What follows belongs to an exercise in optimizing a design on an open flow for a short achievable clock period and few clock cycles; a production flow would make more cautious choices.
The RTL was checked by simulation tests, not by an equivalence proof against the original design.
No activity file was given, so power comes from the tool's default toggle rates.

==> design/flow/design.v <==
package hart_pkg;
  typedef union packed {
    struct packed {
      logic [6:0] funct7;
      logic [4:0] rs2;
      logic [4:0] rs1;
      logic [2:0] funct3;
      logic [4:0] rd;
      logic [6:0] opcode;
    } r;
    struct packed {
      logic [11:0] imm;
      logic [4:0]  rs1;
      logic [2:0]  funct3;
      logic [4:0]  rd;
      logic [6:0]  opcode;
    } i;
    struct packed {
      logic [6:0] imm_hi;  
      logic [4:0] rs2;
      logic [4:0] rs1;
      logic [2:0] funct3;
      logic [4:0] imm_lo;  
      logic [6:0] opcode;
    } s;
    struct packed {
      logic       imm12;
      logic [5:0] imm10_5;
      logic [4:0] rs2;
      logic [4:0] rs1;
      logic [2:0] funct3;  
      logic [3:0] imm4_1;
      logic       imm11;
      logic [6:0] opcode;
    } b;
    struct packed {
      logic [19:0] imm;  
      logic [4:0]  rd;
      logic [6:0]  opcode;
    } u;
    struct packed {
      logic       imm20;
      logic [9:0] imm10_1;
      logic       imm11;
      logic [7:0] imm19_12;
      logic [4:0] rd;
      logic [6:0] opcode;
    } j;
  } inst_u;
  typedef enum logic [3:0] {
    ALU_ADD, ALU_SUB, ALU_SLL, ALU_SLT, ALU_SLTU, ALU_XOR,
    ALU_SRL, ALU_SRA, ALU_OR, ALU_AND,
    ALU_PASS_B  
  } alu_op_e;
  typedef enum logic [1:0] {
    WB_ALU,
    WB_MEM,
    WB_PC4  
  } wb_sel_e;
endpackage
`timescale 1ns/1ps
module hart (
  input  logic                   i_clk,
  input  logic                   i_rst,
  output logic [32-1:0]       o_imem_raddr,
  input  logic [32-1:0]       i_imem_rdata,
  output logic [32-1:0]       o_dmem_addr,
  output logic                   o_dmem_ren,
  output logic                   o_dmem_wen,
  output logic [32-1:0]       o_dmem_wdata,
  input  logic [32-1:0]       i_dmem_rdata,
  output logic                   o_retire_valid,
  output logic [32-1:0]       o_retire_inst,
  output logic                   o_retire_halt,
  output logic [32-1:0]       o_retire_pc,
  output logic [32-1:0]       o_retire_next_pc,
  output logic [5-1:0] o_retire_rd_waddr,
  output logic [32-1:0]       o_retire_rd_wdata,
  output logic [32-1:0]       o_retire_dmem_addr,
  output logic                   o_retire_dmem_ren,
  output logic                   o_retire_dmem_wen,
  output logic [32-1:0]       o_retire_dmem_rdata,
  output logic [32-1:0]       o_retire_dmem_wdata
);
  localparam int NBTB  = 8;   
  localparam int TAG_W = 12;  
  logic [32-1:0]       pc;
  logic [32-1:0]       rf [1:(1 << 5) - 1];  
  logic                   ex_valid, ex_wr, ex_load, ex_store, ex_jal, ex_back, ex_is_sum;
  logic                   ex_fa_s, ex_fa_o, ex_fb_s, ex_fb_o, ex_fs, ex_bz_s;
  logic                   ex_ga_s, ex_ga_o, ex_gb_s, ex_gb_o;
  logic                   ex_sel_sub, ex_sel_sll, ex_sel_slt, ex_sel_sltu;
  logic                   ex_sel_xor, ex_sel_sr, ex_sra, ex_sel_or, ex_sel_and;
  logic                   ex_c_eq, ex_c_ne, ex_c_lt, ex_c_ge, ex_c_ltu, ex_c_geu;
  logic                   ex_k_z, ex_k_nz, ex_k_n, ex_k_nn, ex_k_pos, ex_k_np, ex_k_1;
  logic                   ex_e_eq, ex_e_ne, ex_e_selb;
  logic [5-1:0] ex_rd;
  logic [32-1:0]       ex_pc, ex_inst, ex_opa, ex_opb, ex_sdata, ex_btgt, ex_jtgt, ex_pc4;
  logic                   mem_valid, mem_wr, mem_load, mem_store, mem_redir, mem_is_sum;
  logic                   mem_br, mem_jal, mem_back, mem_taken;
  logic [5-1:0] mem_rd;
  logic [32-1:0]       mem_pc, mem_inst, mem_sum, mem_oth, mem_sdata, mem_target, mem_pc4;
  logic                   wb_valid, wb_halt, wb_ren, wb_wen;
  logic [5-1:0] wb_rd;
  logic [32-1:0]       wb_pc, wb_inst, wb_npc, wb_wdata, wb_addr, wb_rdata, wb_sdata;
  logic [32-1:0]       mem_res, mem_val;
  assign mem_res = mem_is_sum ? mem_sum : mem_oth;
  assign mem_val = mem_load ? i_dmem_rdata : mem_res;
  logic ex_live, ex_live_wr;
  assign ex_live    = ex_valid && !mem_redir;
  assign ex_live_wr = ex_wr && !mem_redir;
  logic [NBTB-1:0]  btb_v, btb_jal, btb_back;
  logic [TAG_W-1:0] btb_tag [0:NBTB-1];
  logic [32-1:0] btb_tgt [0:NBTB-1];
  logic [1:0]       btb_ctr [0:NBTB-1];
  logic [2:0]       btb_ptr;  
  logic [1:0]       lp_v, lp_tv;
  logic [TAG_W-1:0] lp_tag  [0:1];
  logic [3:0]       lp_trip [0:1];
  logic [3:0]       lp_cur  [0:1];
  logic             lp_ptr;
  logic [NBTB-1:0]  f_hit, f_take;
  logic             lp_exit, f_taken;
  logic [32-1:0] f_tgt, pc4;
  assign lp_exit  = (lp_v[0] && lp_tv[0] && lp_tag[0] == pc[TAG_W+1:2] && lp_cur[0] == lp_trip[0]) ||
                    (lp_v[1] && lp_tv[1] && lp_tag[1] == pc[TAG_W+1:2] && lp_cur[1] == lp_trip[1]);
  always_comb begin
    f_tgt = '0;
    for (int i = 0; i < NBTB; i++) begin
      f_hit[i]  = btb_v[i] && btb_tag[i] == pc[TAG_W+1:2];
      f_take[i] = f_hit[i] && (btb_jal[i] || (btb_back[i] ? !(btb_ctr[i][1] || lp_exit)
                                                           : btb_ctr[i][1]));
      f_tgt     = f_tgt | ({32{f_hit[i]}} & btb_tgt[i]);
    end
  end
  assign f_taken = |f_take;
  logic [31:13] pcb_inc, pcb_dec;
  logic [31:21] pcj_inc, pcj_dec;
  assign pc4[2:0] = {~pc[2], pc[1:0]};
  for (genvar i = 3; i < 32; i++) begin : g_pc4
    assign pc4[i] = pc[i] ^ (&pc[i-1:2]);
  end
  assign pcb_inc[13] = ~pc[13];
  assign pcb_dec[13] = ~pc[13];
  for (genvar i = 14; i < 32; i++) begin : g_pcb
    assign pcb_inc[i] = pc[i] ^ (&pc[i-1:13]);
    assign pcb_dec[i] = pc[i] ^ ~(|pc[i-1:13]);
  end
  assign pcj_inc[21] = ~pc[21];
  assign pcj_dec[21] = ~pc[21];
  for (genvar i = 22; i < 32; i++) begin : g_pcj
    assign pcj_inc[i] = pc[i] ^ (&pc[i-1:21]);
    assign pcj_dec[i] = pc[i] ^ ~(|pc[i-1:21]);
  end
  logic [32-1:0]       inst;
  logic [6:0]             opc;
  logic [2:0]             f3;
  logic [5-1:0] rd, rs1, rs2;
  logic                   is_op, is_opimm, is_lui, is_auipc, is_load, is_store, is_branch, is_jal;
  logic                   is_alu, is_sum, writes, use1, use2, hit1, hit2, br_z, br_e, ld_stall, br_stall;
  logic [32-1:0]       imm_i, imm_s, imm_b, imm_u, imm_j, btarget, jtarget;
  logic [32-1:0]       rf1, rf2, rs1_val, rs2_val, opa, opb;
  logic [13:0]            blo;
  logic [21:0]            jlo;
  logic [31:13]           bhi;
  logic [31:21]           jhi;
  logic                   alt_bit, stall, bubble;
  assign o_imem_raddr = pc;  
  assign inst = i_imem_rdata;
  assign opc  = inst[6:0];
  assign f3   = inst[14:12];
  assign rd   = inst[11:7];
  assign rs1  = inst[19:15];
  assign rs2  = inst[24:20];
  assign is_op     = opc == 7'b0110011;
  assign is_opimm  = opc == 7'b0010011;
  assign is_lui    = opc == 7'b0110111;
  assign is_auipc  = opc == 7'b0010111;
  assign is_load   = opc == 7'b0000011;
  assign is_store  = opc == 7'b0100011;
  assign is_branch = opc == 7'b1100011;
  assign is_jal    = opc == 7'b1101111;
  assign is_alu    = is_op || is_opimm;
  assign writes = (is_alu || is_lui || is_auipc || is_load || is_jal) && rd != '0;
  assign use1   = is_alu || is_load || is_store;
  assign use2   = is_op;
  assign imm_i = {{20{inst[31]}}, inst[31:20]};
  assign imm_s = {{20{inst[31]}}, inst[31:25], inst[11:7]};
  assign imm_b = {{19{inst[31]}}, inst[31], inst[7], inst[30:25], inst[11:8], 1'b0};
  assign imm_u = {inst[31:12], 12'b0};
  assign imm_j = {{11{inst[31]}}, inst[31], inst[19:12], inst[20], inst[30:21], 1'b0};
  assign blo = {1'b0, pc[12:0]} + {1'b0, imm_b[12:0]};
  assign jlo = {1'b0, pc[20:0]} + {1'b0, imm_j[20:0]};
  assign bhi = ({19{ imm_b[12] && !blo[13]}} & pcb_dec)
             | ({19{!imm_b[12] &&  blo[13]}} & pcb_inc)
             | ({19{imm_b[12] == blo[13]}}   & pc[31:13]);
  assign jhi = ({11{ imm_j[20] && !jlo[21]}} & pcj_dec)
             | ({11{!imm_j[20] &&  jlo[21]}} & pcj_inc)
             | ({11{imm_j[20] == jlo[21]}}   & pc[31:21]);
  assign btarget = {bhi, blo[12:0]};
  assign jtarget = {jhi, jlo[20:0]};
  assign rf1 = (rs1 == '0) ? '0 : rf[rs1];
  assign rf2 = (rs2 == '0) ? '0 : rf[rs2];
  assign rs1_val = (mem_wr && mem_rd == rs1) ? mem_val : rf1;
  assign rs2_val = (mem_wr && mem_rd == rs2) ? mem_val : rf2;
  always_comb begin
    if (is_auipc || is_jal) opa = pc;
    else if (is_lui)        opa = '0;
    else                    opa = rs1_val;
    if (is_op || is_branch)      opb = rs2_val;
    else if (is_jal)             opb = 32'(4);
    else if (is_lui || is_auipc) opb = imm_u;
    else if (is_store)           opb = imm_s;
    else                         opb = imm_i;
  end
  assign hit1 = ex_live_wr && ex_rd == rs1;
  assign hit2 = ex_live_wr && ex_rd == rs2;
  assign br_z = is_branch && !ex_load && ((hit1 && rs2 == '0) || (hit2 && rs1 == '0));
  assign ld_stall = ex_load && ((use1 && hit1) || (use2 && hit2) || (is_branch && (hit1 || hit2)));
  assign br_e = is_branch && !ex_load && !br_z && (hit1 != hit2) && f3[2:1] == 2'b00;
  assign br_stall = is_branch && (hit1 || hit2) && !br_z && !br_e;
  assign stall    = ld_stall || br_stall;
  assign bubble   = i_rst || stall;
  assign alt_bit = inst[30];
  assign is_sum  = !is_alu || (f3 == 3'b000 && !(is_op && alt_bit));
  always_ff @(posedge i_clk) begin
    if (bubble) begin
      ex_valid  <= 1'b0;
      ex_wr     <= 1'b0;
      ex_load   <= 1'b0;
      ex_store  <= 1'b0;
      ex_jal    <= 1'b0;
      ex_c_eq   <= 1'b0;
      ex_c_ne   <= 1'b0;
      ex_c_lt   <= 1'b0;
      ex_c_ge   <= 1'b0;
      ex_c_ltu  <= 1'b0;
      ex_c_geu  <= 1'b0;
      ex_k_z    <= 1'b0;
      ex_k_nz   <= 1'b0;
      ex_k_n    <= 1'b0;
      ex_k_nn   <= 1'b0;
      ex_k_pos  <= 1'b0;
      ex_k_np   <= 1'b0;
      ex_k_1    <= 1'b0;
      ex_e_eq   <= 1'b0;
      ex_e_ne   <= 1'b0;
    end else begin
      ex_valid  <= 1'b1;
      ex_wr     <= writes;
      ex_load   <= is_load;
      ex_store  <= is_store;
      ex_jal    <= is_jal;
      ex_c_eq   <= is_branch && !br_z && !br_e && f3 == 3'b000;
      ex_c_ne   <= is_branch && !br_z && !br_e && f3 == 3'b001;
      ex_c_lt   <= is_branch && !br_z && !br_e && f3 == 3'b100;
      ex_c_ge   <= is_branch && !br_z && !br_e && f3 == 3'b101;
      ex_c_ltu  <= is_branch && !br_z && !br_e && f3 == 3'b110;
      ex_c_geu  <= is_branch && !br_z && !br_e && f3 == 3'b111;
      ex_k_z    <= br_z && (f3 == 3'b000 || (rs1 == '0 && f3 == 3'b111));
      ex_k_nz   <= br_z && (f3 == 3'b001 || (rs1 == '0 && f3 == 3'b110));
      ex_k_n    <= br_z && rs2 == '0 && f3 == 3'b100;
      ex_k_nn   <= br_z && rs2 == '0 && f3 == 3'b101;
      ex_k_pos  <= br_z && rs1 == '0 && f3 == 3'b100;
      ex_k_np   <= br_z && rs1 == '0 && f3 == 3'b101;
      ex_k_1    <= br_z && rs2 == '0 && f3 == 3'b111;
      ex_e_eq   <= br_e && f3 == 3'b000;
      ex_e_ne   <= br_e && f3 == 3'b001;
    end
  end
  always_ff @(posedge i_clk) begin
    ex_pc     <= pc;
    ex_inst   <= inst;
    ex_rd     <= rd;
    ex_back   <= inst[31];
    ex_opa    <= opa;
    ex_opb    <= opb;
    ex_sdata  <= rs2_val;
    ex_btgt   <= btarget;
    ex_jtgt   <= jtarget;
    ex_pc4    <= pc4;
    ex_fa_s   <= use1 && hit1 && ex_is_sum && is_sum;
    ex_fa_o   <= use1 && hit1 && !ex_is_sum && is_sum;
    ex_fb_s   <= use2 && hit2 && ex_is_sum && is_sum;
    ex_fb_o   <= use2 && hit2 && !ex_is_sum && is_sum;
    ex_ga_s   <= use1 && hit1 && ex_is_sum && !is_sum;
    ex_ga_o   <= use1 && hit1 && !ex_is_sum && !is_sum;
    ex_gb_s   <= use2 && hit2 && ex_is_sum && !is_sum;
    ex_gb_o   <= use2 && hit2 && !ex_is_sum && !is_sum;
    ex_fs     <= hit2;
    ex_bz_s   <= ex_is_sum;
    ex_e_selb <= hit1;
    ex_is_sum   <= is_sum;
    ex_sel_sub  <= is_op && f3 == 3'b000 && alt_bit;
    ex_sel_sll  <= is_alu && f3 == 3'b001;
    ex_sel_slt  <= is_alu && f3 == 3'b010;
    ex_sel_sltu <= is_alu && f3 == 3'b011;
    ex_sel_xor  <= is_alu && f3 == 3'b100;
    ex_sel_sr   <= is_alu && f3 == 3'b101;
    ex_sra      <= alt_bit;
    ex_sel_or   <= is_alu && f3 == 3'b110;
    ex_sel_and  <= is_alu && f3 == 3'b111;
  end
  logic [32-1:0] a, b, ga, gb, s, v, sum, dif, shl, shr, oth;
  logic             eq, lt, ltu, slt_u, slt_s, z, n, ze, cond, need_t;
  logic             eq_t, eq_4, redirect, r_t, r_4;
  logic [32-1:0] ex_target;
  logic [32-1:0] fetch_next, pc_t, pc_4;
  assign a = ({32{ex_fa_s}} & mem_sum) | ({32{ex_fa_o}} & mem_oth) |
             ({32{!(ex_fa_s || ex_fa_o)}} & ex_opa);
  assign b = ({32{ex_fb_s}} & mem_sum) | ({32{ex_fb_o}} & mem_oth) |
             ({32{!(ex_fb_s || ex_fb_o)}} & ex_opb);
  assign ga = ({32{ex_ga_s}} & mem_sum) | ({32{ex_ga_o}} & mem_oth) |
              ({32{!(ex_ga_s || ex_ga_o)}} & ex_opa);
  assign gb = ({32{ex_gb_s}} & mem_sum) | ({32{ex_gb_o}} & mem_oth) |
              ({32{!(ex_gb_s || ex_gb_o)}} & ex_opb);
  assign s = ex_fs ? mem_val : ex_sdata;
  assign sum = a + b;
  assign dif = ga - gb;
  assign slt_u = ga < gb;
  assign slt_s = slt_u ^ ga[31] ^ gb[31];
  assign shl   = ga << gb[4:0];
  assign shr   = $unsigned($signed({ex_sra && ga[31], ga}) >>> gb[4:0]);
  assign oth = ({32{ex_sel_sub}}  & dif)
             | ({32{ex_sel_sll}}  & shl)
             | ({32{ex_sel_slt}}  & 32'(slt_s))
             | ({32{ex_sel_sltu}} & 32'(slt_u))
             | ({32{ex_sel_xor}}  & (ga ^ gb))
             | ({32{ex_sel_sr}}   & shr)
             | ({32{ex_sel_or}}   & (ga | gb))
             | ({32{ex_sel_and}}  & (ga & gb));
  assign eq  = ex_opa == ex_opb;
  assign ltu = ex_opa < ex_opb;
  assign lt  = ltu ^ ex_opa[31] ^ ex_opb[31];
  assign v = ex_bz_s ? mem_sum : mem_oth;
  assign z = v == '0;
  assign n = v[31];
  assign ze = (v ^ (ex_e_selb ? ex_opb : ex_opa)) == '0;
  assign cond = (ex_c_eq && eq) || (ex_c_ne && !eq) || (ex_c_lt && lt) ||
                (ex_c_ge && !lt) || (ex_c_ltu && ltu) || (ex_c_geu && !ltu) ||
                (ex_k_z && z) || (ex_k_nz && !z) || (ex_k_n && n) || (ex_k_nn && !n) ||
                (ex_k_pos && !n && !z) || (ex_k_np && (n || z)) || ex_k_1 ||
                (ex_e_eq && ze) || (ex_e_ne && !ze);
  assign need_t   = ex_jal || cond;
  assign ex_target = ex_jal ? ex_jtgt : ex_btgt;
  assign eq_t      = ex_jal ? pc == ex_jtgt : pc == ex_btgt;
  assign eq_4     = pc == ex_pc4;
  assign r_t      = ex_live && !eq_t;
  assign r_4      = ex_live && !eq_4;
  assign redirect = need_t ? r_t : r_4;
  always_comb begin
    if (i_rst)        fetch_next = 32'h0000_0000;
    else if (stall)   fetch_next = pc;
    else if (f_taken) fetch_next = f_tgt;
    else              fetch_next = pc4;
    pc_t = (r_t && !i_rst) ? ex_target : fetch_next;
    pc_4 = (r_4 && !i_rst) ? ex_pc4 : fetch_next;
  end
  always_ff @(posedge i_clk) begin
    pc <= need_t ? pc_t : pc_4;
  end
  always_ff @(posedge i_clk) begin
    if (i_rst) begin
      mem_valid <= 1'b0;
      mem_wr    <= 1'b0;
      mem_load  <= 1'b0;
      mem_store <= 1'b0;
      mem_br    <= 1'b0;
      mem_jal   <= 1'b0;
      mem_redir <= 1'b0;
    end else begin
      mem_valid <= ex_live;
      mem_wr    <= ex_live_wr;
      mem_load  <= ex_load && !mem_redir;
      mem_store <= ex_store && !mem_redir;
      mem_br    <= !mem_redir && (ex_c_eq || ex_c_ne || ex_c_lt || ex_c_ge || ex_c_ltu ||
                                  ex_c_geu || ex_k_z || ex_k_nz || ex_k_n || ex_k_nn ||
                                  ex_k_pos || ex_k_np || ex_k_1 || ex_e_eq || ex_e_ne);
      mem_jal   <= ex_jal && !mem_redir;
      mem_redir <= redirect;
    end
  end
  always_ff @(posedge i_clk) begin
    mem_pc     <= ex_pc;
    mem_inst   <= ex_inst;
    mem_rd     <= ex_rd;
    mem_is_sum <= ex_is_sum;
    mem_sum    <= sum;
    mem_oth    <= oth;
    mem_sdata  <= s;
    mem_target <= ex_target;
    mem_pc4    <= ex_pc4;
    mem_taken  <= need_t;
    mem_back   <= ex_back;
  end
  assign o_dmem_addr  = mem_sum;
  assign o_dmem_ren   = mem_load;
  assign o_dmem_wen   = mem_store;
  assign o_dmem_wdata = mem_sdata;
  always_ff @(posedge i_clk) begin
    if (mem_wr) rf[mem_rd] <= mem_val;
  end
  logic [NBTB-1:0]  u_hit;
  logic [1:0]       l_hit;
  always_comb begin
    for (int i = 0; i < NBTB; i++) u_hit[i] = btb_v[i] && btb_tag[i] == mem_pc[TAG_W+1:2];
    for (int i = 0; i < 2; i++)    l_hit[i] = lp_v[i] && lp_tag[i] == mem_pc[TAG_W+1:2];
  end
  always_ff @(posedge i_clk) begin
    if (i_rst) begin
      btb_v   <= '0;
      btb_ptr <= '0;
    end else if ((mem_br || mem_jal) && mem_taken && u_hit == '0) begin
      btb_v[btb_ptr]    <= 1'b1;
      btb_jal[btb_ptr]  <= mem_jal;
      btb_back[btb_ptr] <= mem_back;
      btb_tag[btb_ptr]  <= mem_pc[TAG_W+1:2];
      btb_tgt[btb_ptr]  <= mem_target;
      btb_ctr[btb_ptr]  <= (mem_back || mem_jal) ? 2'd0 : 2'd2;
      btb_ptr           <= btb_ptr + 1'b1;
    end else if (mem_br) begin
      for (int i = 0; i < NBTB; i++) begin
        if (u_hit[i]) begin
          if (mem_taken == mem_back) begin
            if (btb_ctr[i] != 2'd0) btb_ctr[i] <= btb_ctr[i] - 2'd1;
          end else begin
            if (btb_ctr[i] != 2'd3) btb_ctr[i] <= btb_ctr[i] + 2'd1;
          end
        end
      end
    end
  end
  always_ff @(posedge i_clk) begin
    if (i_rst) begin
      lp_v   <= 2'b00;
      lp_ptr <= 1'b0;
    end else if (mem_br && mem_back) begin
      if (l_hit == 2'b00) begin
        lp_v[lp_ptr]   <= 1'b1;
        lp_tv[lp_ptr]  <= 1'b0;
        lp_tag[lp_ptr] <= mem_pc[TAG_W+1:2];
        lp_cur[lp_ptr] <= mem_taken ? 4'd1 : 4'd0;
        lp_ptr         <= !lp_ptr;
      end else begin
        for (int i = 0; i < 2; i++) begin
          if (l_hit[i]) begin
            if (mem_taken) begin
              if (lp_cur[i] != 4'd15) lp_cur[i] <= lp_cur[i] + 4'd1;
            end else begin
              lp_tv[i]   <= 1'b1;
              lp_trip[i] <= lp_cur[i];
              lp_cur[i]  <= 4'd0;
            end
          end
        end
      end
    end
  end
  always_ff @(posedge i_clk) begin
    if (i_rst) begin
      wb_valid <= 1'b0;
      wb_halt  <= 1'b0;
      wb_ren   <= 1'b0;
      wb_wen   <= 1'b0;
    end else begin
      wb_valid <= mem_valid;
      wb_halt  <= mem_valid && mem_inst == 32'h0010_0073;
      wb_ren   <= mem_load;
      wb_wen   <= mem_store;
    end
  end
  always_ff @(posedge i_clk) begin
    wb_pc    <= mem_pc;
    wb_inst  <= mem_inst;
    wb_npc   <= mem_taken ? mem_target : mem_pc4;
    wb_rd    <= mem_wr ? mem_rd : '0;
    wb_wdata <= mem_val;
    wb_addr  <= mem_sum;
    wb_rdata <= i_dmem_rdata;
    wb_sdata <= mem_sdata;
  end
  assign o_retire_valid      = wb_valid;
  assign o_retire_inst       = wb_inst;
  assign o_retire_halt       = wb_halt;
  assign o_retire_pc         = wb_pc;
  assign o_retire_next_pc    = wb_npc;
  assign o_retire_rd_waddr   = wb_rd;
  assign o_retire_rd_wdata   = wb_wdata;
  assign o_retire_dmem_addr  = wb_addr;
  assign o_retire_dmem_ren   = wb_ren;
  assign o_retire_dmem_wen   = wb_wen;
  assign o_retire_dmem_rdata = wb_rdata;
  assign o_retire_dmem_wdata = wb_sdata;
endmodule
==> design/flow/run.sh <==
#!/bin/bash
# synth_recipe.tcl (not shown) runs the flow's synth.tcl, then flattens the netlist and writes it again
# the make line also repeats each setting of config.mk as NAME=value (left out here)
make -C /OpenROAD-flow-scripts/flow DESIGN_CONFIG=/design/flow/config.mk WORK_HOME=/design/flow/orfs CLKGATE_MAP_FILE= SYNTH_SCRIPT=/design/flow/synth_recipe.tcl finish
==> design/flow/config.mk <==
export PLATFORM = sky130hd
export DESIGN_NAME = hart
export DESIGN_NICKNAME = hart
export VERILOG_FILES = /design/flow/design.v
export SDC_FILE = /design/flow/constraint.sdc
export NUM_CORES = 4
export LEC_CHECK = 0
export ABC_CLOCK_PERIOD_IN_PS = 3000
export CAP_MARGIN = 20
export CORE_MARGIN = 2
export CORE_UTILIZATION = 40
export PLACE_DENSITY = 0.6
export SETUP_SLACK_MARGIN = 5
export SLEW_MARGIN = 20
==> design/flow/constraint.sdc <==
create_clock -name core_clock -period 8.0 [get_ports {i_clk}]
set_input_delay 1.6000 -clock core_clock [delete_from_list [all_inputs] [get_ports {i_clk}]]
set_output_delay 1.6000 -clock core_clock [all_outputs]
set_load 0.01 [all_outputs]
==> results.py <==
metrics = {
    "synth": {
        "synth-simple-area-share": 0.0732,
        "syn-num-nets": 8089,
        "yosysUniqueCellTypes": 91,
        "yosysWarnings": 2,
        "synth_xor_area_frac": 0.0401,
        "seq_area_frac_synth": 0.571,
        "synth_top_area_cell": "edfxtp_1",
        "synth_compound_area_frac": 0.0985,
        "post_synth_fa_ha_maj_area_fraction": 0.0278,
        "synth-edff-count": 1418,
        "muxShareOfSynthArea": 0.160,
        "syn_avg_cell_area_um2": 13.2,
        "yosysTopAreaCellShare": 0.415,
        "netlist_area_um2": 103000,
        "ys.flop_type": "edfxtp_1",
        "synth_seq_cells": 2219,
        "synth_top_family_by_area": "multiplexers",
        "synthTopCellsByArea": "edfxtp_1, dfxtp_1, mux4_2",
        "async_reset_ff_frac": 0,
        "syn_inst": 7797,
    },
    "cts": {
        "clk_pin_slew_ps": 70,
        "htree_levels": 4,
        "cts_buffer_depth": 3,
        "numCtsBuffers": 224,
        "cts_num_sinks": 2219,
        "cts_tree": "built",
        "clock_latency_ps": 920,
        "root_buffer": "clkbuf_16",
    },
    "global_route": {
        "grt_pass1_wl_mm": 593,
        "globalRouteOverflowTotal": 0,
        "grt_pass1_vias": 76500,
        "grt_max_degree": 68,
        "grt_usage": 0.323,
        "antenna_found_initial": 47,
    },
    "timing": {
        "final.setup.tns_ps": 0,
        "period_needed_ps": 4140,
        "tightestPinTransition_ps": 1410,
        "post-route-period-util": 0.518,
        "drv_slew": 0,
        "finalClockSkew_ps": 72.9,
        "hold_violations": 0,
        "fmax_ghz": 0.241,
        "setup_viol": 0,
        "rsz0062_at_grt": "yes",
        "relSlewSlack": 0.0542,
    },
    "placement": {
        "finalWeightedCongestion": 1.00,
        "hpwl_mm": 239,
        "port_buffers": 396,
    },
    "pwr": {
        "p_leak_nw": 50.4,
        "clock_power_share": 0.297,
        "intPower_mw": 24.9,
        "pwr_density_cell_nw_per_um2": 271,
        "netSwitchingFraction": 0.328,
        "switching_power_mw": 12.2,
        "seqPwrFrac": 0.402,
        "pwr-share-comb": 0.301,
        "peakVddDrop_mv": 0.249,
    },
    "drt": {
        "drt-pass1-iter-count": 9,
        "route.met2.wl_mm": 201,
        "vias": 80300,
        "route.detailed.drc": 0,
        "wl_met3_mm": 48.2,
        "ant_nets": 0,
        "drt-total-wl_mm": 443,
        "wire_per_inst_um": 35.4,
        "via_per_inst": 6.41,
        "wirelength_met1_mm": 151,
        "drt_iter0_drc": 10800,
        "highest-signal-layer": "met5",
    },
    "worst_setup_path": {
        "max_stage_delay_ps": 420,
        "worstSetupPathType": "flop to flop",
        "end_kind": "flop",
        "cp-start-kind": "flop",
        "path_max_fanout": 6,
        "crit_chain": "buf_12 > buf_12 > a22o_1 > a21oi_4 > inv_2 > ha_4 > a211o_1 > o211ai_1 > a211o_1 > a31oi_4 > o221ai_4 > a211oi_2 > o41ai_2 > buf_4 > a21oi_2 > mux2_4 > a221o_1",
        "cp_data_arrival_time_ps": 4870,
        "slowest_stage": "a211o_1",
        "required_ps": 8730,
    },
    "floorplan": {
        "initial_core_util": 0.403,
        "die_h_um": 511,
        "rows": 185,
        "ios": 397,
        "coreArea_um2": 255000,
        "die-area_um2": 261000,
        "die_x_um": 511,
    },
    "flow_run": {
        "maxCapViolations": 0,
    },
    "final_layout": {
        "final_util": 0.537,
        "largest_reg_flops": 992,
        "areaGrowthSynthToFinish_pct": 33.1,
        "drive_gt1_frac": 0.374,
        "regMostFlops": "rf",
        "fin_nets": 9224,
        "reg.largest.list": "rf x992, btb_tgt x256, btb_tag x96",
    },
    "run_status": {
        "status": "complete, no violations",
    },
    "worst_hold_path": {
        "hp-class": "flop to flop",
    },
}
[path summary, 6_finish.rpt]
kind                                  from     endpoint  slack (ps)  depth (start not counted)
worst min register to register  mem_pc[19]    wb_pc[19]         300                          0
worst min-delay path            mem_pc[19]    wb_pc[19]         300                          0
worst max register to register     ex_ga_s  mem_oth[30]        3860                         17
worst max-delay path               ex_ga_s  mem_oth[30]        3860                         17
[power groups by stage]
stage / clock [mW] / combinational [mW] / sequential (mW)
3_5_place_dp: 0 / 7.47 / 15.3
3_3_place_gp: 0 / 7.39 / 15.3
5_1_grt: 11.5 / 11.5 / 15.0
4_1_cts: 11.0 / 10.1 / 14.9
6_report: 11.0 / 11.2 / 14.9
2_1_floorplan: 0 / 4.25 / 14.9
[worst max-delay path, delay by kind of cell (launching register included)]
family	cells	cell delay, ps
compound gates	11	2450
fa+ha+maj	1	300
buf+inv	4	510
flops	1	370
mux	1	320
[cell families after synthesis]
| family | count (synthesis) |
|---|---|
| compound gates | 1513 |
| xor+xnor | 470 |
| flops | 2219 |
| simple gates | 1595 |
| buf+inv | 754 |
| mux | 1020 |
| fa+ha+maj | 226 |
[layout by cell type (no fill, tap or decap), drive strengths merged, types with 93 or more instances in the layout]
master,count
edfxtp,1418
buf,1293
dfxtp,801
nand2,488
mux4,481
nor2,430
mux2i,374
clkbuf,351
o21ai,332
xnor2,329
a21oi,325
inv,243
ha,222
a22oi,172
mux2,166
xor2,141
nand3,128
nor3,125
a221oi,110
a22o,104
nor4,103
a21o,93
[synth_stat cells (all sizes together), types with 37 or more instances]
cell type / n
o21ai: 332
mux2i: 373
and3: 47
nor2b: 37
edfxtp: 1418
xnor2: 329
a221oi: 110
buf: 177
o211ai: 71
xor2: 141
nor3: 125
mux2: 166
dfxtp: 801
mux4: 481
nand2: 488
ha: 222
inv: 230
a22oi: 172
a21oi: 325
clkbuf: 343
a21o: 93
o22ai: 44
nand3: 128
nand4: 75
a22o: 104
nor4: 103
nor2: 430
[stage by stage]
step / total power, mW / setup slack (ps) / instances / area [um2] / hold slack (ps)
floorplan: 19.1 / 3590 / 7797 / 105000 / 310
CTS: 36.0 / 3910 / 12300 / 132000 / 301
global route: 38.0 / 3770 / 12500 / 137000 / 311
global placement: 22.7 / 2430 / 11200 / 111000 / 310
detailed placement: 22.8 / 2410 / 11200 / 111000 / 312
finish: 37.1 / 3860 / 12500 / 137000 / 299
[final cells by class]
class / instances / area [um2]
Clock buffer: 316 / 6460
Clock inverter: 111 / 1280
Timing Repair inverter: 1 / 8.76
Tap cell: 3366 / 4210
Inverter: 234 / 971
Antenna cell: 24 / 60.1
Timing Repair Buffer: 1420 / 17500
Sequential cell: 2219 / 59100
Fill cell: 20400 / 118000
Multi-Input combinational cell: 4832 / 47100
[routing by layer]
layer,up-vias,track usage
li1,32300,-
met1,40200,0.379
met3,1834,0.0837
met2,5864,0.511
met4,24,0.242
met5,-,0
[what timing repair did]
item / CTS / global route
pin swaps: 213 / 287
buffers inserted: 548 / 143
hold buffers: 0 / 0
setup endpoints to repair: 1023 / 687
gates resized for setup: 2826 / 594
gates cloned: 116 / 48
endpoints found under the hold margin: 0 / 0
Testbench counts, summed over its fixed seeds: cycles 123,365.

[re-timing with driven ports]
The results above use ideal ports. As a check the final layout listed here was re-extracted and re-timed, cells and wires unchanged.
Step 1 assumes that a clkbuf_16 drives the clock port and a buf_2 every other input.
Step 2 moves the port delays by t, midway between the first and last clock arrival at a register: inputs arrive t later, outputs are due t later. That takes back most of the time a late clock gives input paths.
Three values: no drivers, after step 1, after step 2; two values: the first two.
t, ns: 0.979
slack for setup (ns): 3.858 / 3.858 / 2.993
worst setup path after step 2: input to register
slew at the worst register clock pin (ns): 0.07 / 0.07
worst data-port slew with drivers (ns): 0.42
After both steps setup and hold are still met in this run. For this run, drivers alone change the setup slack by 0.000 ns; drivers and shift together by -0.865 ns.
